What follows belongs to an exercise in optimizing a design on an open flow for small area; a production flow would make more cautious choices.
Where RTL was checked, it was by simulation tests only, not by an equivalence proof against the original.
Only the layout flow was run in runs 1 to 4; the RTL was not checked for function there.
Power figures rest on the tool's default switching activity, not on a simulated workload.

$ cat design/flow/design.v
package firPkg;
    typedef logic signed [17:0] sampleT;    
    localparam logic [107:0] InitCoef0 = {
        18'h01111, 18'h03333, 18'h0999a, 18'h26667, 18'h19999, 18'h06666
    };
    localparam logic [89:0] InitCoef1 = {
        18'h3c000, 18'h10000, 18'h09999, 18'h06666, 18'h03333
    };
endpackage
`timescale 1ns/10ps
module firChannel #(
    parameter int          N        = 6,
    parameter int          Base     = 0,
    parameter logic [18*N-1:0] InitCoef = '0
) (
    input  logic        iClk,
    input  logic        iRst,
    input  logic        iChanged,
    input  logic [17:0] iData,
    input  logic        iCoefWrEn,
    input  logic [3:0]  iCoefWrAddr,
    input  logic [17:0] iCoefWrData,
    output logic        oChanged,
    output logic [17:0] oData
);
    localparam int PW = 3;           
    function automatic int tapOf(input int p);
        tapOf = (p == 0) ? 0 : N - p;
    endfunction
    logic [PW-1:0] ph;           
    logic [17:0]   coefQ [N];
    logic [17:0]   sampQ [N];
    logic          togQ;         
    logic          busy;         
    logic          act;          
    logic [3:0]    rnd;          
    logic          fin;          
    logic [2:0]    vcnt;         
    logic [21:0]   acc;          
    logic          newS;
    logic          go;
    logic          endRnd;
    logic          lastPh;
    assign newS   = iChanged ^ togQ;
    assign lastPh = (ph == PW'(N - 1));
    assign go     = busy & (act | (ph == '0));
    assign endRnd = go & lastPh;
    logic [17:0] wdHi;
    logic [17:0] wdLo;
    assign wdHi = iCoefWrData | {18{iRst}};
    assign wdLo = iCoefWrData & ~{18{iRst}};
    always_ff @(posedge iClk or posedge iRst) begin
        if (iRst)
            ph <= '0;
        else
            ph <= lastPh ? '0 : ph + 1'b1;
    end
    for (genvar i = 0; i < N; i++) begin : gCoef
        logic        we;
        logic [17:0] wd;
        logic [17:0] initV;
        assign initV = InitCoef[18*tapOf(i) +: 18];
        assign wd = (initV & wdHi) | (~initV & wdLo);
        always_comb begin
            we = iRst;
            for (int p = 0; p < N; p++)
                if (ph == PW'(p) && iCoefWrEn && iCoefWrAddr == 4'(Base + tapOf((i + p + 1) % N)))
                    we = 1'b1;
        end
        always_ff @(posedge iClk)
            coefQ[i] <= we ? wd : coefQ[(i + 1) % N];
    end
    always_ff @(posedge iClk) begin
        if (newS)
            sampQ[0] <= iData;
        else if (go)
            sampQ[0] <= {sampQ[N-1][1:0], sampQ[N-1][17:2]};
        for (int i = 1; i < N; i++)
            if (newS | go)
                sampQ[i] <= sampQ[i-1];
    end
    logic [2:0]  dig;
    logic        valid;
    logic        bOne;
    logic        bTwo;
    logic        bNeg;
    logic [3:0]  tapK;
    always_comb begin
        if (ph == '0)
            dig = {sampQ[0][1:0], sampQ[0][17]};
        else
            dig = {sampQ[0][17:16], sampQ[0][15]};
        if (rnd == 4'd0)
            dig[0] = 1'b0;
        tapK = 4'(tapOf(0));
        for (int p = 1; p < N; p++)
            if (ph == PW'(p))
                tapK = 4'(tapOf(p));
        valid = ({1'b0, vcnt} > tapK);
        bOne = valid & (dig[1] ^ dig[0]);
        bTwo = valid & ((dig[2] & ~dig[1] & ~dig[0]) | (~dig[2] & dig[1] & dig[0]));
        bNeg = valid & dig[2];
    end
    logic [21:0] mag;
    logic [21:0] bx;
    logic [21:0] accIn;
    logic [21:0] sum;
    logic        cy;
    always_comb begin
        mag = '0;
        if (bOne)
            mag = {{4{coefQ[0][17]}}, coefQ[0]};
        else if (bTwo)
            mag = {{3{coefQ[0][17]}}, coefQ[0], 1'b0};
        bx = mag ^ {22{bNeg}};
        if (ph != '0)
            accIn = acc;
        else if (act)
            accIn = {{2{acc[21]}}, acc[21:2]};
        else
            accIn = '0;
        cy = bNeg;
        for (int i = 0; i < 22; i++) begin
            sum[i] = accIn[i] ^ bx[i] ^ cy;
            cy = (accIn[i] & bx[i]) | (accIn[i] & cy) | (bx[i] & cy);
        end
    end
    always_ff @(posedge iClk)
        acc[21:18] <= sum[21:18];
    always_ff @(posedge iClk or posedge iRst) begin
        if (iRst)
            acc[17:0] <= '0;
        else if (go)
            acc[17:0] <= sum[17:0];
    end
    always_ff @(posedge iClk or posedge iRst) begin
        if (iRst) begin
            togQ <= 1'b0;
            busy <= 1'b0;
            act <= 1'b0;
            rnd <= '0;
            fin <= 1'b0;
            oChanged <= 1'b0;
            vcnt <= '0;
        end else begin
            togQ <= iChanged;
            fin <= 1'b0;
            if (newS) begin
                busy <= 1'b1;
                if (vcnt != 3'(N))
                    vcnt <= vcnt + 1'b1;
            end
            if (go)
                act <= 1'b1;
            if (endRnd) begin
                rnd <= rnd + 1'b1;
                if (rnd == 4'd8) begin
                    busy <= 1'b0;
                    act <= 1'b0;
                    rnd <= '0;
                    fin <= 1'b1;
                end
            end
            if (fin)
                oChanged <= ~oChanged;
        end
    end
    assign oData = acc[17:0];
endmodule
`timescale 1ns/10ps
module firEngine (
    input  logic           iClk,
    input  logic           iRst,
    input  logic           iData0Changed,    
    input  firPkg::sampleT iData0,
    input  logic           iData1Changed,
    input  firPkg::sampleT iData1,
    input  logic           iCoefWrEn,
    input  logic [3:0]     iCoefWrAddr,
    input  firPkg::sampleT iCoefWrData,
    output logic           oData0Changed,    
    output firPkg::sampleT oData0,
    output logic           oData1Changed,
    output firPkg::sampleT oData1
);
    firChannel #(.N(6), .Base(0), .InitCoef(firPkg::InitCoef0)) uCh0 (
        .iClk, .iRst, .iChanged(iData0Changed), .iData(iData0),
        .iCoefWrEn, .iCoefWrAddr, .iCoefWrData,
        .oChanged(oData0Changed), .oData(oData0)
    );
    firChannel #(.N(5), .Base(8), .InitCoef(firPkg::InitCoef1)) uCh1 (
        .iClk, .iRst, .iChanged(iData1Changed), .iData(iData1),
        .iCoefWrEn, .iCoefWrAddr, .iCoefWrData,
        .oChanged(oData1Changed), .oData(oData1)
    );
endmodule
$ cat design/flow/run.sh
#!/bin/bash
# synth_recipe.tcl (not shown) runs the flow's synth.tcl, then flattens the netlist and writes it again
# the make line also repeats each setting of config.mk as NAME=value (left out here)
make -C /OpenROAD-flow-scripts/flow DESIGN_CONFIG=/design/flow/config.mk WORK_HOME=/design/flow/orfs CLKGATE_MAP_FILE= SYNTH_SCRIPT=/design/flow/synth_recipe.tcl finish
$ cat design/flow/config.mk
export PLATFORM = sky130hd
export DESIGN_NAME = firEngine
export DESIGN_NICKNAME = firEngine
export VERILOG_FILES = /design/flow/design.v
export SDC_FILE = /design/flow/constraint.sdc
export NUM_CORES = 4
export LEC_CHECK = 0
export CAP_MARGIN = 20
export CORE_MARGIN = 2
export CORE_UTILIZATION = 40
export SLEW_MARGIN = 20
$ cat design/flow/constraint.sdc
create_clock -name core_clock -period 8.0 [get_ports {iClk}]
set_input_delay 1.6000 -clock core_clock [delete_from_list [all_inputs] [get_ports {iClk}]]
set_output_delay 1.6000 -clock core_clock [all_outputs]
set_load 0.01 [all_outputs]
==> impl_results.md, run 1 <==
- Status: finished with violations
- SO Faults: negative setup slack
- Met2 routed WL: 20400 um
- Area growth syn-to-layout: 20.1%
- Worst Setup SP: uCh1.ph[0]
- CP max-delay cell: dfrtp_1
- Synthesis Warnings: 6
- Overall power: 7.31 mW
- Die Area: 53300 um^2
- Total grt overflow: 0
- Sink Count: 470
- Final worst path period need: 9.40 ns
- Share of cells above drive strength 1: 31.0%
- Clock Root Buffer: clkbuf_16
- First-pass GRT wire length: 69900 um
- Detailed placement HPWL: 28800 um
- Post-layout nets: 1887
- FF+latch count, synth: 470
- Antenna Violating Nets Remaining: 0
- Synth unique cells: 77
- Rel. slew slack: 32.4%
- Hold WS: 0.416 ns
- Largest cells by area after synthesis: edfxtp_1, dfxtp_1, mux2_2, dfrtp_1, fa_1
- Sequential share of the synthesized area: 57.0%
- Core area: 51100 um^2
- Filler cell count: 4468
- Number of flops mapped to enable cells by yosys: 198
- Die Y: 231 um
- H-Tree Depth: 2
- Peak Freq: 106 MHz
- Arr. time, crit path: 9.83 ns
- Leakage: 9.66 nW
- Count of pins over their slew limit: 0
- Routability congestion estimate: 0.837
- Clock transition at path regs: 0.06 ns
- Clk buf depth: 3
- Period utilization: 117%
- Initial Util: 40.3%
- Largest net degree at the start of global routing: 91
- Synth Instances: 1599
- Hold Path Origin: uCh0.sampQ[4][3]
- WL final: 43400 um
- RSZ-0062 raised after global routing: true
- Port Buf Inserts: 100
- Critical Path Sink Type: register
- Cell repeated most along the worst path: fa_2
- Site Rows: 83
- Antenna violations before repair: 0
- Post-synth top flop: dfxtp_1
- Crit start category: register
- Top Metal Used: met4
- Met3 wire length: 1680 um
- Reg area: 11700 um^2
- Inserted Diodes: 0
- Setup CP Type: register to register
- Maxcap violations: 0
- FF-to-FF Start: uCh1.ph[0]
- DR WL/cell: 17.5 um
- M1 WL: 20500 um
- Die X: 231 um
- I/O Pins: 101
- DRC errors left: 0
- Post-synth ARST share: 14.0%
- Total number of vias: 12800
- Worst slew pin tran: 1.01 ns
- Number of global-route vias before repair: 13000
- Drt first pass iters: 5
- Multi-input gate area: 8240 um^2
- Pwr dens: 296 nW/um^2
- Initial DRC count: 838
- Largest area contributor in the netlist: edfxtp_1
- Post-CTS Hold Fix Bufs: 0
- Vias per cell: 5.16
- Endpoints failing setup: 10
- Final number of hold-violating endpoints: 0
- Top cell type's share of synthesized area: 28.9%
- CP max stage delay: 0.40 ns
- Net Count, Synth: 1722
- Avg Cell Area, Syn: 12.9 um^2
- All-Layer GR Usage: 16.3%
- Worst-Skew Late Latency: 0.58 ns
- Worst Hold Class: register to register
- Skew final: 0.0128 ns
- Post-route worst setup slack: -1.40 ns
- Mapped cell area: 20600 um^2
- Clock buffer count from CTS: 51
- Worst Path Max Fanout: 3
- Critical path required time: 8.43 ns
- Worst VDD drop: 0.154 mV
- CTS tree: built
-- layout make-up --
| type | instances | share of cell area [%] |
|---|---|---|
| Clock inverter | 23 | 0.983 |
| Tap cell | 680 | 3.45 |
| Timing Repair Buffer | 244 | 8.49 |
| Clock buffer | 64 | 5.69 |
| Sequential cell | 470 | 47.5 |
| Inverter | 36 | 0.547 |
| Multi-Input combinational cell | 961 | 33.4 |
-- synthesized netlist by cell type, drive strengths merged (5+ instances only) --
master  number
mux2       245
dfxtp      206
edfxtp     198
a21oi      110
buf         97
nand2       77
dfrtp       66
nand3       56
o21ai       53
and3        41
fa          40
mux2i       38
o31ai       36
clkbuf      35
inv         35
nor2b       31
nor2        29
nor3        23
a21o        22
ha          20
or2         20
a32oi       19
a31oi        8
xnor2        8
xor2         8
a211oi       7
o22ai        7
nand2b       6
o211ai       5
-- cell families after synthesis --
logic type	count (synthesis)	synth area share, %
compound gates	290	9.60
xor+xnor	16	0.681
fa+ha+maj	60	5.11
buf+inv	168	4.32
flops	470	57.0
mux	283	15.3
simple gates	312	8.02
-- path summary, 6_finish.rpt --
kind / end / slack [ns] / cells after the start
worst min register to register: uCh0.sampQ[5][3] / 0.42 / 0
worst min-delay path: uCh0.sampQ[5][3] / 0.42 / 0
worst max register to register: uCh1.acc[21] / -1.40 / 33
max in group asynchronous: uCh1.togQ / 5.16 / 4
min in group asynchronous: uCh0.vcnt[0] / 1.86 / 3
worst max-delay path: uCh1.acc[21] / -1.40 / 33
-- through the flow --
stage / utilization [%] / TNS, ns / setup WS [ns] / cells / instance area [um^2]
5_1_grt: 48.3 / -10.85 / -1.66 / 2478 / 24700
3_5_place_dp: 44.8 / -8.36 / -1.41 / 2384 / 22900
6_report: 48.3 / -8.14 / -1.40 / 2478 / 24700
3_3_place_gp: 44.8 / -7.31 / -1.30 / 2384 / 22900
4_1_cts: 48.2 / -8.24 / -1.38 / 2476 / 24600
2_1_floorplan: - / -7.51 / -1.27 / 1599 / 20800
-- repair_timing --
| action | 4_1_cts | 5_1_grt |
|---|---|---|
| endpoints found under the hold margin | 0 | 0 |
| buffers inserted | 5 | 0 |
| resized for setup | 7 | 17 |
| pin swaps | 6 | 5 |
| endpoints found under the setup margin | 11 | 12 |
-- per-layer routing --
metal,up-vias,track usage (%)
li1,6153,-
met1,6323,22.6
met2,251,26.3
met3,62,2.98
met4,0,4.31
met5,-,0
-- flip-flops by register name, indices dropped and copies added, names as in the netlist, 3 cells and up --
register,count
uCh0.ph,3
uCh1.acc,22
uCh1.vcnt,3
uCh1.sampQ,90
uCh0.sampQ,108
uCh1.ph,3
uCh0.coefQ,108
uCh1.coefQ,90
uCh0.rnd,4
uCh0.vcnt,3
uCh1.rnd,4
uCh0.acc,22
-- worst max-delay path, delay by kind of cell (launching register included) --
kind                       cells  cell delay, ns
xor gates and xnor gates       2            0.30
and+or+nand+nor                4            0.56
adders and majority gates     22            7.36
DFF                            1            0.40
buffers and inverters          2            0.18
AOI/OAI and AO/OA              3            0.46
-- report_power, final --
part,leakage [nW],switching [mW],internal [mW]
sequential,4.54,0.218,2.94
combinational,4.30,0.892,0.947
clock,0.813,0.939,1.37
total,9.66,2.05,5.26
-- layout by cell type (no fill, tap or decap), types with 6 or more instances in the layout --
master,instances
nor3_1,22
o21ai_1,6
inv_1,28
o22ai_1,6
clkbuf_16,52
buf_4,141
ha_1,13
a21o_1,22
dfxtp_1,206
a32oi_1,19
mux2_1,35
inv_6,7
dfrtp_1,65
clkinv_2,6
o21ai_0,44
xnor2_1,6
mux2_2,209
fa_2,40
o31ai_1,26
nor2_1,25
and3_1,40
o31ai_2,10
clkbuf_1,6
nor2b_1,29
mux2i_1,35
or2_2,19
a21oi_1,109
edfxtp_1,198
clkbuf_8,6
clkdlybuf4s50_1,100
nand3_1,55
a31oi_1,8
xor2_1,8
inv_2,7
nand2_1,75
==> run 2: changes to the inputs <==
--- a/design/flow/config.mk
+++ b/design/flow/config.mk
@@ -7,5 +7,7 @@
 export LEC_CHECK = 0
+export ABC_AREA = 1
 export CAP_MARGIN = 20
 export CORE_MARGIN = 2
-export CORE_UTILIZATION = 40
+export CORE_UTILIZATION = 60
+export CTS_BUF_LIST = sky130_fd_sc_hd__clkbuf_2 sky130_fd_sc_hd__clkbuf_4
 export SLEW_MARGIN = 20
==> impl_results.md, run 2 <==
- Largest family of logic cells by synthesized area: simple AND/OR/NAND/NOR gates
- Top Registers: uCh0.coefQ (108), uCh0.sampQ (108)
- Design Area, Final: 23300 um^2
- Crit start category: register
- Antenna violations before repair: 2
- Arr. time, crit path: 10.22 ns
- Share of cells above drive strength 1: 16.8%
- Period utilization: 119%
- Delay-heaviest family, CP: adder cells
- Final number of hold-violating endpoints: 0
- Multi-input gate area: 6780 um^2
- Mapped cell area: 20000 um^2
- Largest area contributor in the netlist: edfxtp_1
- H-Tree Depth: 3
- Clock transition at path regs: 0.07 ns
- Peak Freq: 105 MHz
- Detailed placement HPWL: 27200 um
- Synth unique cells: 46
- Die X: 186 um
- Synth Instances: 2115
- Status: finished with violations
- Critical Path Sink Type: register
- Met2 routed WL: 18800 um
- Worst-Skew Late Latency: 0.81 ns
- Die Y: 186 um
- Commonest non-fill, non-tap cell in the layout: nand2_1
- Sequential share of the synthesized area: 58.7%
- CP Buf/Inv Count: 2
- DRC errors left: 0
- Site Rows: 66
- Post-synth top flop: dfxtp_1
- Vias per cell: 5.11
- Setup CP Type: register to register
- Initial Util: 61.2%
- Pwr dens: 333 nW/um^2
- Post-route worst setup slack: -1.50 ns
- Filler cell count: 2540
- Avg Cell Area, Syn: 9.44 um^2
- Largest cells by area after synthesis: edfxtp_1, dfxtp_1, nand2_1, dfrtp_1, inv_1
- Clk buf depth: 3
- Compound-Gate Fraction of Synth Area: 8.28%
- Sw frac: 32.8%
- Cell repeated most along the worst path: fa_2
- DR WL/cell: 14.5 um
- CP max stage delay: 0.40 ns
- Leakage: 10.7 nW
- Most common library cells after synthesis: nand2_1, inv_1, dfxtp_1, edfxtp_1, o21ai_0
- Maxcap violations: 0
- Endpoints failing setup: 11
- Rel. slew slack: 30.3%
- FF+latch count, synth: 470
- Mux cell area share after synthesis: 0%
- Commonest non-fill, non-tap cells in the layout: nand2_1, inv_1, dfxtp_1
- Number of flops mapped to enable cells by yosys: 198
- Top Metal Used: met4
- Critical path required time: 8.72 ns
- Initial DRC count: 1182
- Placed inst area: 21700 um^2
- Worst Path Max Fanout: 5
- I/O Pins: 101
- Flop pwr share: 42.1%
- Clock buffer count from CTS: 113
- Clock network fraction of total power: 24.7%
- Count of pins over their slew limit: 0
- Final worst path period need: 9.50 ns
- Worst Hold Class: register to register
- Int Power: 5.20 mW
- All-Layer GR Usage: 24.2%
- Clock Root Buffer: clkbuf_4
- Combinational power share: 33.2%
- Routability congestion estimate: 0.871
- Die Area: 34800 um^2
- CTS tree: built
- Switching power: 2.54 mW
- First-pass GRT wire length: 68100 um
- M1 WL: 19200 um
- Total number of vias: 14500
- Pre-CTS setup slack: -1.68 ns
- CP max-delay cell: dfrtp_1
- Reg area: 11700 um^2
- Adder-cell share of the synthesized area: 5.26%
- Net Count, Synth: 2238
- Sink Count: 470
- Port Buf Inserts: 100
- Top cell type's share of synthesized area: 29.8%
- Total grt overflow: 0
- Post-layout nets: 2430
- Drt first pass iters: 7
- Core area: 32600 um^2
- Number of global-route vias before repair: 14100
- Post-synth ARST share: 14.0%
- RSZ-0062 raised after global routing: true
- Worst VDD drop: 0.288 mV
- Met3 wire length: 2180 um
- Largest net degree at the start of global routing: 97
- Worst slew pin tran: 1.04 ns
- SO Faults: negative setup slack
- Synth Area in Simple Gates: 18.7%
- Xor/xnor cell area share of the yosys netlist: 0.351%
- Antenna Violating Nets Remaining: 0
- Skew final: 0.0526 ns
- Most common cell in the netlist: nand2_1
- WL final: 41100 um
- Area growth syn-to-layout: 16.5%
- Synthesis Warnings: 6
[run 2: cell count changes in the layout (fill, tap and decap cells not counted), moves of 81 or more]
cell,change
nand2_1,+547
o21ai_1,+81
mux2_2,-209
clkbuf_4,+165
inv_1,+235
a21oi_1,-97
[run 2: cell type report]
type                            instances  area share [%]
Multi-Input combinational cell       1245            29.1
Timing Repair Buffer                  195            7.41
Antenna cell                            3          0.0323
Inverter                              282            4.56
Clock inverter                         37           0.801
Sequential cell                       470            50.4
Clock buffer                          165            5.32
Tap cell                              442            2.38
[run 2: per-stage QoR]
stage,setup TNS [ns],util [%],hold WS (ns),power [mW],cells
6_report,-8.79,71.3,0.396,7.74,2839
5_1_grt,-12.00,71.3,0.392,8.39,2837
4_1_cts,-8.91,71.1,0.385,7.81,2834
3_5_place_dp,-10.38,66.5,0.401,5.82,2628
3_3_place_gp,-8.06,66.5,0.400,5.73,2628
2_1_floorplan,-8.70,-,0.396,5.14,2115
[run 2: worst paths after layout]
| kind | from | endpoint | slack [ns] | cells after the start |
|---|---|---|---|---|
| min in group asynchronous | iRst | uCh1.acc[9] | 1.59 | 3 |
| setup / recovery | uCh1.ph[0] | uCh1.acc[21] | -1.50 | 37 |
| hold reg to reg | uCh1.sampQ[1][6] | uCh1.sampQ[2][6] | 0.40 | 0 |
| setup reg to reg | uCh1.ph[0] | uCh1.acc[21] | -1.50 | 37 |
| hold / removal | uCh1.sampQ[1][6] | uCh1.sampQ[2][6] | 0.40 | 0 |
| max in group asynchronous | iRst | uCh0.acc[7] | 5.43 | 4 |
[run 2: kinds of logic (layout without fill, tap and decap cells)]
kind of cell / Yosys count / after routing
AND/OR/NAND/NOR: 882 / 882
flip-flops: 470 / 470
buffers and inverters: 400 / 679
AO/OA/AOI/OAI: 295 / 295
adder cells (fa/ha/maj): 60 / 60
XOR/XNOR: 8 / 8
other: 0 / 3
[run 2: routing by layer]
layer  vias to the layer above  GRT usage (%)
met5                         -              0
met4                         0           9.97
met3                        72           4.70
met2                       371           37.8
met1                      6797           33.4
li1                       7259              -
[run 2: power by group through the flow]
stage | clock [mW] | sequential, mW | combinational (mW)
3_5_place_dp | 0 | 3.30 | 2.52
2_1_floorplan | 0 | 3.25 | 1.89
6_report | 1.91 | 3.26 | 2.57
3_3_place_gp | 0 | 3.29 | 2.44
4_1_cts | 1.97 | 3.26 | 2.58
5_1_grt | 2.09 | 3.31 | 2.99
[run 2: what timing repair did]
item / 4_1_cts / 5_1_grt
endpoints found under the setup margin: 12 / 12
gates resized for setup: 15 / 13
pin swaps: 8 / 6
buffers inserted: 4 / 2
hold buffers: 0 / 0
[run 2: worst reg2reg max path: cells and delay by family, from the launching register on]
family                     cells  cell delay [ns]
adders and majority gates     23             7.52
and+or+nand+nor               10             1.03
DFF                            1             0.40
AOI/OAI and AO/OA              1             0.25
xor gates and xnor gates       1             0.14
buffers and inverters          2             0.09
==> run 3: changes to the inputs <==
--- a/design/flow/design.v
+++ b/design/flow/design.v
@@ -108,2 +108,6 @@
     logic        cy;
+    logic        cy0;
+    logic        cy1;
+    logic [10:0] hi0;
+    logic [10:0] hi1;
     always_comb begin
@@ -122,3 +126,3 @@
         cy = bNeg;
-        for (int i = 0; i < 22; i++) begin
+        for (int i = 0; i < 11; i++) begin
             sum[i] = accIn[i] ^ bx[i] ^ cy;
@@ -126,2 +130,11 @@
         end
+        cy0 = 1'b0;
+        cy1 = 1'b1;
+        for (int i = 11; i < 22; i++) begin
+            hi0[i-11] = accIn[i] ^ bx[i] ^ cy0;
+            cy0 = (accIn[i] & bx[i]) | (accIn[i] & cy0) | (bx[i] & cy0);
+            hi1[i-11] = accIn[i] ^ bx[i] ^ cy1;
+            cy1 = (accIn[i] & bx[i]) | (accIn[i] & cy1) | (bx[i] & cy1);
+        end
+        sum[21:11] = cy ? hi1 : hi0;
     end
--- a/design/flow/config.mk
+++ b/design/flow/config.mk
@@ -7,7 +7,5 @@
 export LEC_CHECK = 0
-export ABC_AREA = 1
 export CAP_MARGIN = 20
 export CORE_MARGIN = 2
-export CORE_UTILIZATION = 60
-export CTS_BUF_LIST = sky130_fd_sc_hd__clkbuf_2 sky130_fd_sc_hd__clkbuf_4
+export CORE_UTILIZATION = 40
 export SLEW_MARGIN = 20
==> impl_results.md, run 3 <==
- Post-synth top flop: dfxtp_1
- All-Layer GR Usage: 16.9%
- CTS tree: built
- Switching power: 2.71 mW
- Count of pins over their slew limit: 0
- Largest area contributor in the netlist: edfxtp_1
- Endpoints failing setup: 0
- Core area: 50200 um^2
- Net Count, Synth: 1857
- Initial DRC count: 816
- H-Tree Depth: 2
- Critical path required time: 8.46 ns
- Worst Hold Class: register to register
- Synth Instances: 1732
- Synthesis Warnings: 6
- Initial Util: 40.5%
- Inserted Diodes: 0
- Number of flops mapped to enable cells by yosys: 198
- Final worst path period need: 7.81 ns
- FF+latch count, synth: 470
- Adder-cell share of the synthesized area: 4.56%
- Maxcap violations: 0
- Antenna Violating Nets Remaining: 0
- Die Area: 52600 um^2
- Largest net degree at the start of global routing: 91
- Global Route met3 Usage: 2.75%
- Mux cell area share after synthesis: 11.0%
- WL final: 44600 um
- Commonest non-fill, non-tap cell in the layout: dfxtp_1
- CP max stage delay: 0.42 ns
- Placed inst area: 22200 um^2
- Compound-Gate Fraction of Synth Area: 9.22%
- Cell repeated most along the worst path: fa_2
- Xor/xnor cell area share of the yosys netlist: 2.89%
- I/O Pins: 101
- Period utilization: 97.6%
- Status: timing/DRC/antenna clean
- Commonest non-fill, non-tap cells in the layout: dfxtp_1, edfxtp_1, mux2_2
- Site Rows: 82
- Most common cell in the netlist: dfxtp_1
- Area growth syn-to-layout: 19.0%
- Peak Freq: 128 MHz
- Rel. slew slack: 36.2%
- Routing usage on met2: 26.9%
- Synth Area in Simple Gates: 10.6%
- Clock transition at path regs: 0.07 ns
- Post-synth ARST share: 14.0%
- Design Area, Final: 24200 um^2
- Critical Path Sink Type: register
- Port Buf Inserts: 100
- Total number of vias: 13200
- Die X: 229 um
- Clk buf depth: 3
- Pwr dens: 355 nW/um^2
- Reg2Reg Depth: 33
- Clock buffer count from CTS: 50
- Combinational power share: 34.8%
- Avg Cell Area, Syn: 11.7 um^2
- Final number of hold-violating endpoints: 0
- Drt first pass iters: 5
- Crit start category: register
- Sw frac: 31.7%
- Multi-input gate area: 8060 um^2
- Worst VDD drop: 0.166 mV
- Synth unique cells: 82
- Gr busiest metal: met2
- Skew final: 0.0167 ns
- Total grt overflow: 0
- Vias per cell: 5.14
- Post-route worst setup slack: 0.193 ns
- Worst slew pin tran: 0.955 ns
- Top cell type's share of synthesized area: 29.3%
- DR WL/cell: 17.4 um
- First-pass GRT wire length: 70700 um
- Sequential share of the synthesized area: 57.7%
- Clock Root Buffer: clkbuf_16
- Number of global-route vias before repair: 13000
- DRC errors left: 0
- Sink Count: 470
- Arr. time, crit path: 8.27 ns
- Flop-to-flop setup slack: 0.19 ns
- Largest cells by area after synthesis: edfxtp_1, dfxtp_1, mux2_2, dfrtp_1, a21oi_1
- Flop pwr share: 37.3%
- Reg area: 11700 um^2
- CP max-delay cell: dfrtp_1
- Mapped cell area: 20300 um^2
- Int Power: 5.85 mW
- Detailed placement HPWL: 29400 um
- Met1 Use GR: 23.7%
- Share of cells above drive strength 1: 23.2%
- Pre-CTS setup slack: -0.208 ns
- Most common library cells after synthesis: dfxtp_1, edfxtp_1, mux2_2, nand2_1, a21oi_1
- Top Registers: uCh0.coefQ (108), uCh0.sampQ (108)
- Leakage: 9.51 nW
- Hold path depth: 0
- Largest family of logic cells by synthesized area: multiplexers
- Final Util: 48.1%
- Hold WS: 0.411 ns
- Worst-Skew Late Latency: 0.59 ns
- Clock network fraction of total power: 28.0%
- Setup CP Type: register to register
- Antenna violations before repair: 1
- Post-layout nets: 1975
- Filler cell count: 4474
- Die Y: 229 um
- Routability congestion estimate: 0.822
- Worst Path Max Fanout: 4
[run 3: through the flow]
stage,cells,power (mW),TNS (ns)
after global routing,2562,9.14,-0.202
after floorplan,1732,5.25,0
after CTS,2549,8.57,0
final,2562,8.57,0
after detailed placement,2455,6.05,-0.690
after global placement,2455,6.00,0
[run 3: worst paths after layout]
path,start,end
worst max-delay path,uCh1.ph[1],uCh1.acc[20]
worst min-delay path,uCh0.sampQ[0][9],uCh0.sampQ[1][9]
worst min register to register,uCh0.sampQ[0][9],uCh0.sampQ[1][9]
worst max register to register,uCh1.ph[1],uCh1.acc[20]
max in group asynchronous,iRst,uCh0.ph[1]
min in group asynchronous,iRst,uCh1.vcnt[2]
[run 3: cell type report]
class                      instances  area share (%)
tap                              672            3.48
clock buffer                      67            5.83
sequential                       470            48.5
multi-input combinational       1093            33.4
inverter                          51           0.798
clock inverter                    25            1.24
timing repair buffer             184            6.74
[run 3: cells by family (layout without fill, tap and decap cells)]
group / Yosys count / in the layout
compound gates: 308 / 308
buf+inv: 169 / 327
simple gates: 458 / 458
xor+xnor: 67 / 67
flops: 470 / 470
fa+ha+maj: 62 / 62
mux: 198 / 198
[run 3: power groups by stage]
stage | Clock (mW) | Combinational (mW) | Sequential [mW]
after floorplan | 0 | 2.12 | 3.13
after global placement | 0 | 2.76 | 3.23
after detailed placement | 0 | 2.81 | 3.24
after CTS | 2.47 | 2.90 | 3.20
after global routing | 2.57 | 3.33 | 3.24
final | 2.40 | 2.98 | 3.19
[run 3: worst max-delay path: cells and delay by family, from the launching register on]
family / cells / cell delay, ns
flops: 1 / 0.42
compound gates: 12 / 2.09
mux: 1 / 0.21
xor+xnor: 1 / 0.12
simple gates: 4 / 0.62
buf+inv: 2 / 0.19
fa+ha+maj: 13 / 4.03
[run 3: layer usage]
| metal | vias to the layer above | wire, um |
|---|---|---|
| met1 | 6483 | 21600 |
| met5 | - | 10 |
| met4 | 2 | 838 |
| met2 | 260 | 20500 |
| met3 | 62 | 1710 |
| li1 | 6360 | - |
[run 3: timing repair]
item | 4_1_cts | 5_1_grt
resized for setup | 10 | 32
setup buffers | 2 | 13
setup endpoints to repair | 5 | 12
hold buffers | 0 | 0
pin swaps | 4 | 10
==> run 4: changes to the inputs <==
==> design/flow/flow/run.sh (new file) <==
#!/bin/bash
# Standard ORFS layout with two changes: ports are buffered with the smallest
# buffer, and clock tree synthesis adds no dummy loads. Each tool's full log is
# under orfs/logs/; the make output is in standard.log.
set -euo pipefail
export BUFFER_PORTS_ARGS="-buffer_cell sky130_fd_sc_hd__buf_1"
export CTS_ARGS="-sink_clustering_enable -repair_clock_nets -dont_use_dummy_load"
bash standard.sh > standard.log 2>&1
==> design/flow/standard.sh (new file) <==
#!/bin/bash
# synth_recipe.tcl (not shown) runs the flow's synth.tcl, then flattens the netlist and writes it again
# the make line also repeats each setting of config.mk as NAME=value (left out here)
make -C /OpenROAD-flow-scripts/flow DESIGN_CONFIG=/design/flow/config.mk WORK_HOME=/design/flow/orfs CLKGATE_MAP_FILE= SYNTH_SCRIPT=/design/flow/synth_recipe.tcl "${@:-finish}"
--- a/design/flow/config.mk
+++ b/design/flow/config.mk
@@ -7,2 +7,3 @@
 export LEC_CHECK = 0
+export ABC_AREA = 1
 export CAP_MARGIN = 20
removed: design/flow/run.sh
==> impl_results.md, run 4 <==
- Status: timing/DRC/antenna clean
- Count of pins over their slew limit: 0
- Net Count, Synth: 2071
- Final worst path period need: 7.41 ns
- Post-synth ARST share: 14.0%
- DR WL/cell: 16.3 um
- Final Util: 44.9%
- Initial Util: 40.7%
- Area growth syn-to-layout: 10.3%
- Top Registers: uCh0.coefQ (108), uCh0.sampQ (108)
- Hold Path Origin: uCh0.sampQ[3][14]
- Hold WS: 0.400 ns
- Initial DRC count: 898
- Critical Path Sink Type: register
- FF-to-FF Start: uCh0.ph[0]
- Avg Cell Area, Syn: 10.3 um^2
- Port Buf Inserts: 100
- RSZ-0062 raised after global routing: false
- Post-route worst setup slack: 0.592 ns
- Pwr dens: 374 nW/um^2
- Synth unique cells: 46
- Clock buffer count from CTS: 48
- Inserted Diodes: 0
- Antenna violations before repair: 1
- Share of cells above drive strength 1: 11.3%
- Most common cell in the netlist: nand2_1
- I/O Pins: 101
- Worst Hold Class: register to register
- Vias per cell: 4.98
- Post-synth top flop: dfxtp_1
- CTS tree: built
- Final number of hold-violating endpoints: 0
- Worst-Skew Late Latency: 0.57 ns
- Site Rows: 81
- Placed inst area: 20900 um^2
- First-pass GRT wire length: 69500 um
- Number of flops mapped to enable cells by yosys: 198
- WL final: 43300 um
- Commonest non-fill, non-tap cell in the layout: nand2_1
- Flop-to-flop setup slack: 0.59 ns
- Cell repeated most along the worst path: fa_1
- Sink Count: 470
- Rel. slew slack: 33.2%
- Commonest non-fill, non-tap cells in the layout: nand2_1, dfxtp_1, edfxtp_1
- Total grt overflow: 0
- Pre-CTS setup slack: 0.482 ns
- Post-CTS Setup Bufs: 0
- Largest net degree at the start of global routing: 91
- Clock transition at path regs: 0.06 ns
- CP max stage delay: 0.49 ns
- Endpoints failing setup: 0
- Mapped cell area: 20000 um^2
- Setup CP Type: register to register
- Number of global-route vias before repair: 13100
- Peak Freq: 135 MHz
- Non-Filler Instances: 2663
- Die Area: 51900 um^2
- All-Layer GR Usage: 16.6%
- Detailed placement HPWL: 28900 um
- FF+latch count, synth: 470
- Worst VDD drop: 0.143 mV
- Leakage: 9.40 nW
- Top cell type's share of synthesized area: 29.7%
- Most common library cells after synthesis: nand2_1, dfxtp_1, edfxtp_1, o21ai_0, inv_1
- Clock Root Buffer: clkbuf_16
- Clk buf depth: 3
- Die X: 228 um
- Core area: 49200 um^2
- Worst Path Max Fanout: 14
- Synth Instances: 1946
- Placed Cells: 2615
- Largest area contributor in the netlist: edfxtp_1
- Total number of vias: 13300
- Skew final: 0.0304 ns
- Worst Setup SP: uCh0.ph[0]
- Die Y: 228 um
- Arr. time, crit path: 7.89 ns
- Post-layout nets: 2126
- Overall power: 8.26 mW
- Maxcap violations: 0
- Largest cells by area after synthesis: edfxtp_1, dfxtp_1, dfrtp_1, nand2_1, mux2_2
- CP Buf/Inv Count: 5
- Setup tns final: 0 ns
- H-Tree Depth: 2
- Sequential share of the synthesized area: 58.5%
- Crit start category: register
- Synthesis Warnings: 6
- Worst slew pin tran: 1.00 ns
- Delay-heaviest family, CP: adder cells
- DRC errors left: 0
- Antenna Violating Nets Remaining: 0
- Period utilization: 92.6%
- CP max-delay cell: fa_1
- Drt first pass iters: 5
- Critical path required time: 8.48 ns
- Design Area, Final: 22100 um^2
- Routability congestion estimate: 0.831
## run 4: changes by cell type after synthesis, moves of 26 or more
cell,previous run,this run
a21oi_1,149,11
a31oi_1,12,64
and3_1,26,0
inv_1,51,186
mux2_2,184,91
nand2_1,160,376
nor2b_1,26,0
o21ai_0,79,196
xnor2_1,51,11
xor2_1,16,48
## run 4: power by group
part           internal, mW  switching, mW
combinational          1.22           1.84
clock                  1.05          0.835
sequential             3.09          0.234
total                  5.36           2.91
## run 4: what timing repair did
action                     in CTS  in global routing
hold buffers                    0                  0
resized for setup               0                  1
setup endpoints to repair       0                  4
## run 4: metal layers
| metal | share of wire [%] | vias to the layer above | global-route usage (%) |
|---|---|---|---|
| met5 | 0.028 | - | 0 |
| met3 | 3.9 | 75 | 3.05 |
| met2 | 46 | 233 | 27.1 |
| li1 | - | 6541 | - |
| met1 | 47 | 6419 | 22.5 |
| met4 | 2.5 | 2 | 4.98 |
## run 4: worst register-to-register path, delay by kind of cell, from the launching register on
family                   cells  cell delay [ns]
adder cells (fa/ha/maj)     12             4.16
AND/OR/NAND/NOR              5             0.95
AO/OA/AOI/OAI                5             0.86
buffers and inverters        5             0.58
flip-flops                   1             0.44
XOR/XNOR                     2             0.34
## run 4: path summary, 6_finish.rpt
kind	endpoint	cells past startpoint
max in group asynchronous	uCh1.acc[6]	4
max reg2reg	uCh0.acc[13]	29
min in group asynchronous	uCh1.togQ	4
max	uCh0.acc[13]	29
min	uCh0.sampQ[4][14]	0
min reg2reg	uCh0.sampQ[4][14]	0
## run 4: cells by family (layout without fill, tap and decap cells)
group                    after synthesis  count (layout)  share of synthesized area (%)
buffers and inverters                308             361                           6.65
adder cells (fa/ha/maj)               62              62                           4.62
flip-flops                           470             470                           58.5
AND/OR/NAND/NOR                      635             635                           13.4
multiplexers                          91              91                           5.12
XOR/XNOR                              59              59                           2.58
AO/OA/AOI/OAI                        321             321                           9.10
## run 4: area by class of cell
class                      instances  area (um^2)
fill                            4585        27100
sequential                       470        11700
multi-input combinational       1168         7090
clock buffer                      48         1200
tap                              664          831
inverter                         195          738
timing repair buffer             118          514
==> run 5: changes to the inputs <==
--- a/design/flow/design.v
+++ b/design/flow/design.v
@@ -39,2 +39,3 @@
     logic [21:0]   acc;          
+    logic [1:0]    lo;           
     logic          newS;
@@ -104,10 +105,6 @@
     logic [21:0] mag;
-    logic [21:0] bx;
     logic [21:0] accIn;
+    logic [22:0] sumX;
     logic [21:0] sum;
-    logic        cy;
-    logic        cy0;
-    logic        cy1;
-    logic [10:0] hi0;
-    logic [10:0] hi1;
+    logic [21:0] sumSh;
     always_comb begin
@@ -118,31 +115,21 @@
             mag = {{3{coefQ[0][17]}}, coefQ[0], 1'b0};
-        bx = mag ^ {22{bNeg}};
-        if (ph != '0)
-            accIn = acc;
-        else if (act)
-            accIn = {{2{acc[21]}}, acc[21:2]};
-        else
-            accIn = '0;
-        cy = bNeg;
-        for (int i = 0; i < 11; i++) begin
-            sum[i] = accIn[i] ^ bx[i] ^ cy;
-            cy = (accIn[i] & bx[i]) | (accIn[i] & cy) | (bx[i] & cy);
-        end
-        cy0 = 1'b0;
-        cy1 = 1'b1;
-        for (int i = 11; i < 22; i++) begin
-            hi0[i-11] = accIn[i] ^ bx[i] ^ cy0;
-            cy0 = (accIn[i] & bx[i]) | (accIn[i] & cy0) | (bx[i] & cy0);
-            hi1[i-11] = accIn[i] ^ bx[i] ^ cy1;
-            cy1 = (accIn[i] & bx[i]) | (accIn[i] & cy1) | (bx[i] & cy1);
-        end
-        sum[21:11] = cy ? hi1 : hi0;
+        accIn = act ? acc : '0;
+        sumX = {accIn, 1'b1} + {mag ^ {22{bNeg}}, bNeg};
+        sum = sumX[22:1];
+        sumSh = {{2{sum[21]}}, sum[21:2]};
     end
     always_ff @(posedge iClk)
-        acc[21:18] <= sum[21:18];
+        acc[21:16] <= endRnd ? sumSh[21:16] : sum[21:16];
     always_ff @(posedge iClk or posedge iRst) begin
-        if (iRst)
-            acc[17:0] <= '0;
-        else if (go)
-            acc[17:0] <= sum[17:0];
+        if (iRst) begin
+            acc[15:0] <= '0;
+            lo <= '0;
+        end else if (go) begin
+            if (endRnd) begin
+                acc[15:0] <= sumSh[15:0];
+                lo <= sum[1:0];
+            end else begin
+                acc[15:0] <= sum[15:0];
+            end
+        end
     end
@@ -180,3 +167,3 @@
     end
-    assign oData = acc[17:0];
+    assign oData = {acc[15:0], lo};
 endmodule
==> design/flow/run.sh (new file) <==
#!/bin/bash
# synth_recipe.tcl (not shown) runs the flow's synth.tcl, then flattens the netlist and writes it again
# the make line also repeats each setting of config.mk as NAME=value (left out here)
make -C /OpenROAD-flow-scripts/flow DESIGN_CONFIG=/design/flow/config.mk WORK_HOME=/design/flow/orfs CLKGATE_MAP_FILE= SYNTH_SCRIPT=/design/flow/synth_recipe.tcl finish
--- a/design/flow/config.mk
+++ b/design/flow/config.mk
@@ -7,3 +7,2 @@
 export LEC_CHECK = 0
-export ABC_AREA = 1
 export CAP_MARGIN = 20
removed: design/flow/flow/run.sh
removed: design/flow/standard.sh
==> impl_results.md, run 5 <==
- CP max stage delay: 0.80 ns
- Sink Count: 474
- Worst Hold Class: register to register
- First-pass GRT wire length: 68300 um
- Initial Util: 40.6%
- Die X: 232 um
- Commonest non-fill, non-tap cell in the layout: mux2_2
- Synth unique cells: 70
- Antenna violations before repair: 2
- Post-CTS Setup Bufs: 0
- Met2 routed WL: 19700 um
- Adder-cell share of the synthesized area: 3.84%
- Site Rows: 83
- Die Area: 54000 um^2
- Arr. time, crit path: 6.34 ns
- Antenna Violating Nets Remaining: 0
- Port Buf Inserts: 100
- Initial DRC count: 964
- Pre-CTS setup slack: 2.23 ns
- Pwr dens: 356 nW/um^2
- Largest net degree at the start of global routing: 91
- Routability congestion estimate: 0.864
- DRC errors left: 0
- Critical Path Sink Type: register
- Commonest non-fill, non-tap cells in the layout: mux2_2, dfxtp_1, edfxtp_1
- Clk buf depth: 3
- Period utilization: 73.5%
- Top Registers: uCh0.coefQ (108), uCh0.sampQ (108)
- Avg Cell Area, Syn: 11.8 um^2
- Overall power: 8.59 mW
- Placed inst area: 22400 um^2
- WL final: 42500 um
- Post-CTS Hold Fix Bufs: 0
- Xor/xnor cell area share of the yosys netlist: 4.03%
- PostCTS Resize Cnt: 0
- Core area: 51400 um^2
- Total grt overflow: 0
- Largest area contributor in the netlist: edfxtp_1
- Worst-Skew Late Latency: 0.58 ns
- Skew final: 0.0190 ns
- CTS tree: built
- Number of global-route vias before repair: 13100
- Total number of vias: 13100
- Clock transition at path regs: 0.06 ns
- Drt first pass iters: 9
- Synth Instances: 1769
- Largest family of logic cells by synthesized area: multiplexers
- Post-route worst setup slack: 2.12 ns
- Top Metal Used: met5
- H-Tree Depth: 2
- Maxcap violations: 0
- Final number of hold-violating endpoints: 0
- Area growth syn-to-layout: 15.7%
- Critical path required time: 8.46 ns
- Largest cells by area after synthesis: edfxtp_1, dfxtp_1, mux2_2, dfrtp_1, ha_1
- All-Layer GR Usage: 15.8%
- RSZ-0062 raised after global routing: false
- Leakage: 9.72 nW
- Net Count, Synth: 1896
- Clock Root Buffer: clkbuf_16
- CP max-delay cell: a2111oi_0
- Post-synth ARST share: 13.9%
- Clock buffer count from CTS: 50
- Die Y: 232 um
- Most common library cells after synthesis: mux2_2, dfxtp_1, edfxtp_1, nand2_1
- M1 WL: 20000 um
- Rel. slew slack: 34.0%
- FF+latch count, synth: 474
- Crit start category: register
- Share of cells above drive strength 1: 19.5%
- Worst slew pin tran: 0.990 ns
- Most common cell in the netlist: mux2_2
- Worst Path Max Fanout: 18
- Compound-Gate Fraction of Synth Area: 9.65%
- Count of pins over their slew limit: 0
- I/O Pins: 101
- Detailed placement HPWL: 29000 um
- Endpoints failing setup: 0
- Post-layout nets: 1963
- Peak Freq: 170 MHz
- Vias per cell: 5.14
- Worst VDD drop: 0.159 mV
- Inserted Diodes: 0
- Design Area, Final: 24100 um^2
- Setup CP Type: register to register
- Sequential share of the synthesized area: 56.6%
- Synth Area in Simple Gates: 9.55%
- Top cell type's share of synthesized area: 28.5%
- Status: timing/DRC/antenna clean
- Post-synth top flop: dfxtp_1
- Synthesis Warnings: 6
- Critical-path cell list: and2_1 > ha_1 > a211o_1 > ha_1 > o21a_1 > o21ai_0 > or2_2 > mux2i_1 > nor2_1 > xor2_1 > ha_1 > a21o_1 > a21oi_1 > o21bai_1 > a2111oi_0 > o21ai_0 > a2111oi_0 > a21oi_1 > xor2_1 > o21ai_0 > nand2_1
- DR WL/cell: 16.7 um
- Mapped cell area: 20900 um^2
- Mux cell area share after synthesis: 12.9%
- Number of flops mapped to enable cells by yosys: 198
- Setup tns final: 0 ns
- Final worst path period need: 5.88 ns
- Met3 wire length: 1790 um
==> run 5: report_power, final <==
group	leakage (nW)	internal (mW)	switching (mW)	total, mW
logic	4.30	1.38	1.65	3.03
registers	4.58	2.98	0.178	3.16
clock network	0.841	1.44	0.958	2.40
==> run 5: worst paths after layout <==
| path | start | end | slack (ns) | cells past startpoint |
|---|---|---|---|---|
| worst max-delay path | uCh0.ph[1] | uCh0.acc[12] | 2.12 | 21 |
| worst min-delay path | uCh0.sampQ[4][7] | uCh0.sampQ[5][7] | 0.41 | 0 |
| worst max register to register | uCh0.ph[1] | uCh0.acc[12] | 2.12 | 21 |
| worst min register to register | uCh0.sampQ[4][7] | uCh0.sampQ[5][7] | 0.41 | 0 |
| max in group asynchronous | iRst | uCh1.acc[3] | 5.50 | 3 |
| min in group asynchronous | iRst | uCh0.ph[1] | 1.57 | 2 |
==> run 5: cell families after synthesis <==
logic type,count (synthesis)
flip-flops,474
AND/OR/NAND/NOR,421
AO/OA/AOI/OAI,316
multiplexers,242
buffers and inverters,156
XOR/XNOR,96
adder cells (fa/ha/maj),64
==> run 5: worst max-delay path, delay by kind of cell, from the launching register on <==
family / cells / cell delay [ns]
simple gates: 4 / 0.88
xor+xnor: 2 / 0.33
compound gates: 11 / 2.84
flops: 1 / 0.51
fa+ha+maj: 3 / 0.96
mux: 1 / 0.24
==> run 5: metrics by stage <==
step,hold slack (ns),util (%),instances
after floorplan,0.400,-,1769
after global placement,0.401,43.6,2464
after detailed placement,0.405,43.6,2464
after CTS,0.417,46.9,2554
final,0.413,47.0,2554
after global routing,0.419,47.0,2554
==> run 5: cell type report <==
class | count | area (um^2)
Timing Repair Buffer | 125 | 1190
Sequential cell | 474 | 11800
Clock inverter | 26 | 312
Clock buffer | 64 | 1410
Inverter | 46 | 174
Multi-Input combinational cell | 1139 | 8410
Tap cell | 680 | 851
Fill cell | 4597 | 27300
==> run 5: routing by layer <==
metal	vias up	track usage (%)
met1	6373	21.5
met5	-	0
met4	4	5.75
met2	256	25.3
met3	77	2.67
li1	6424	-

==> separate check: timing with driven ports <==
In the flow no input, the clock included, has a driving cell. The finished layouts below were timed again as built, in two steps.
Step 1 (the two cells are an assumption about what drives the block):
set clk [get_ports {iClk}]
set_driving_cell -lib_cell sky130_fd_sc_hd__clkbuf_16 $clk
set_driving_cell -lib_cell sky130_fd_sc_hd__buf_2 [delete_from_list [all_inputs] $clk]
Step 2, shift: input delay + t, output delay - t, t = (earliest + latest rising clock arrival at the registers) / 2. This alone moves slack from input paths to output paths.
Slacks: no drivers / after step 1 / after step 2; pairs: no drivers / after step 1.
run | t, ns | slack for setup (ns) | clock arrival spread, ns | worst slew at a driven data input, ns
run 1 | 0.639 | -1.396 / -1.396 / -1.396 | 0.018 / 0.018 | 0.07
run 2 | 0.835 | -1.499 / -1.499 / -1.499 | 0.059 / 0.059 | 0.09
run 3 | 0.637 | 0.193 / 0.193 / 0.193 | 0.018 / 0.018 | 0.11
run 4 | 0.615 | 0.592 / 0.592 / 0.592 | 0.031 / 0.031 | 0.10
run 5 | 0.629 | 2.124 / 2.124 / 2.124 | 0.022 / 0.022 | 0.10
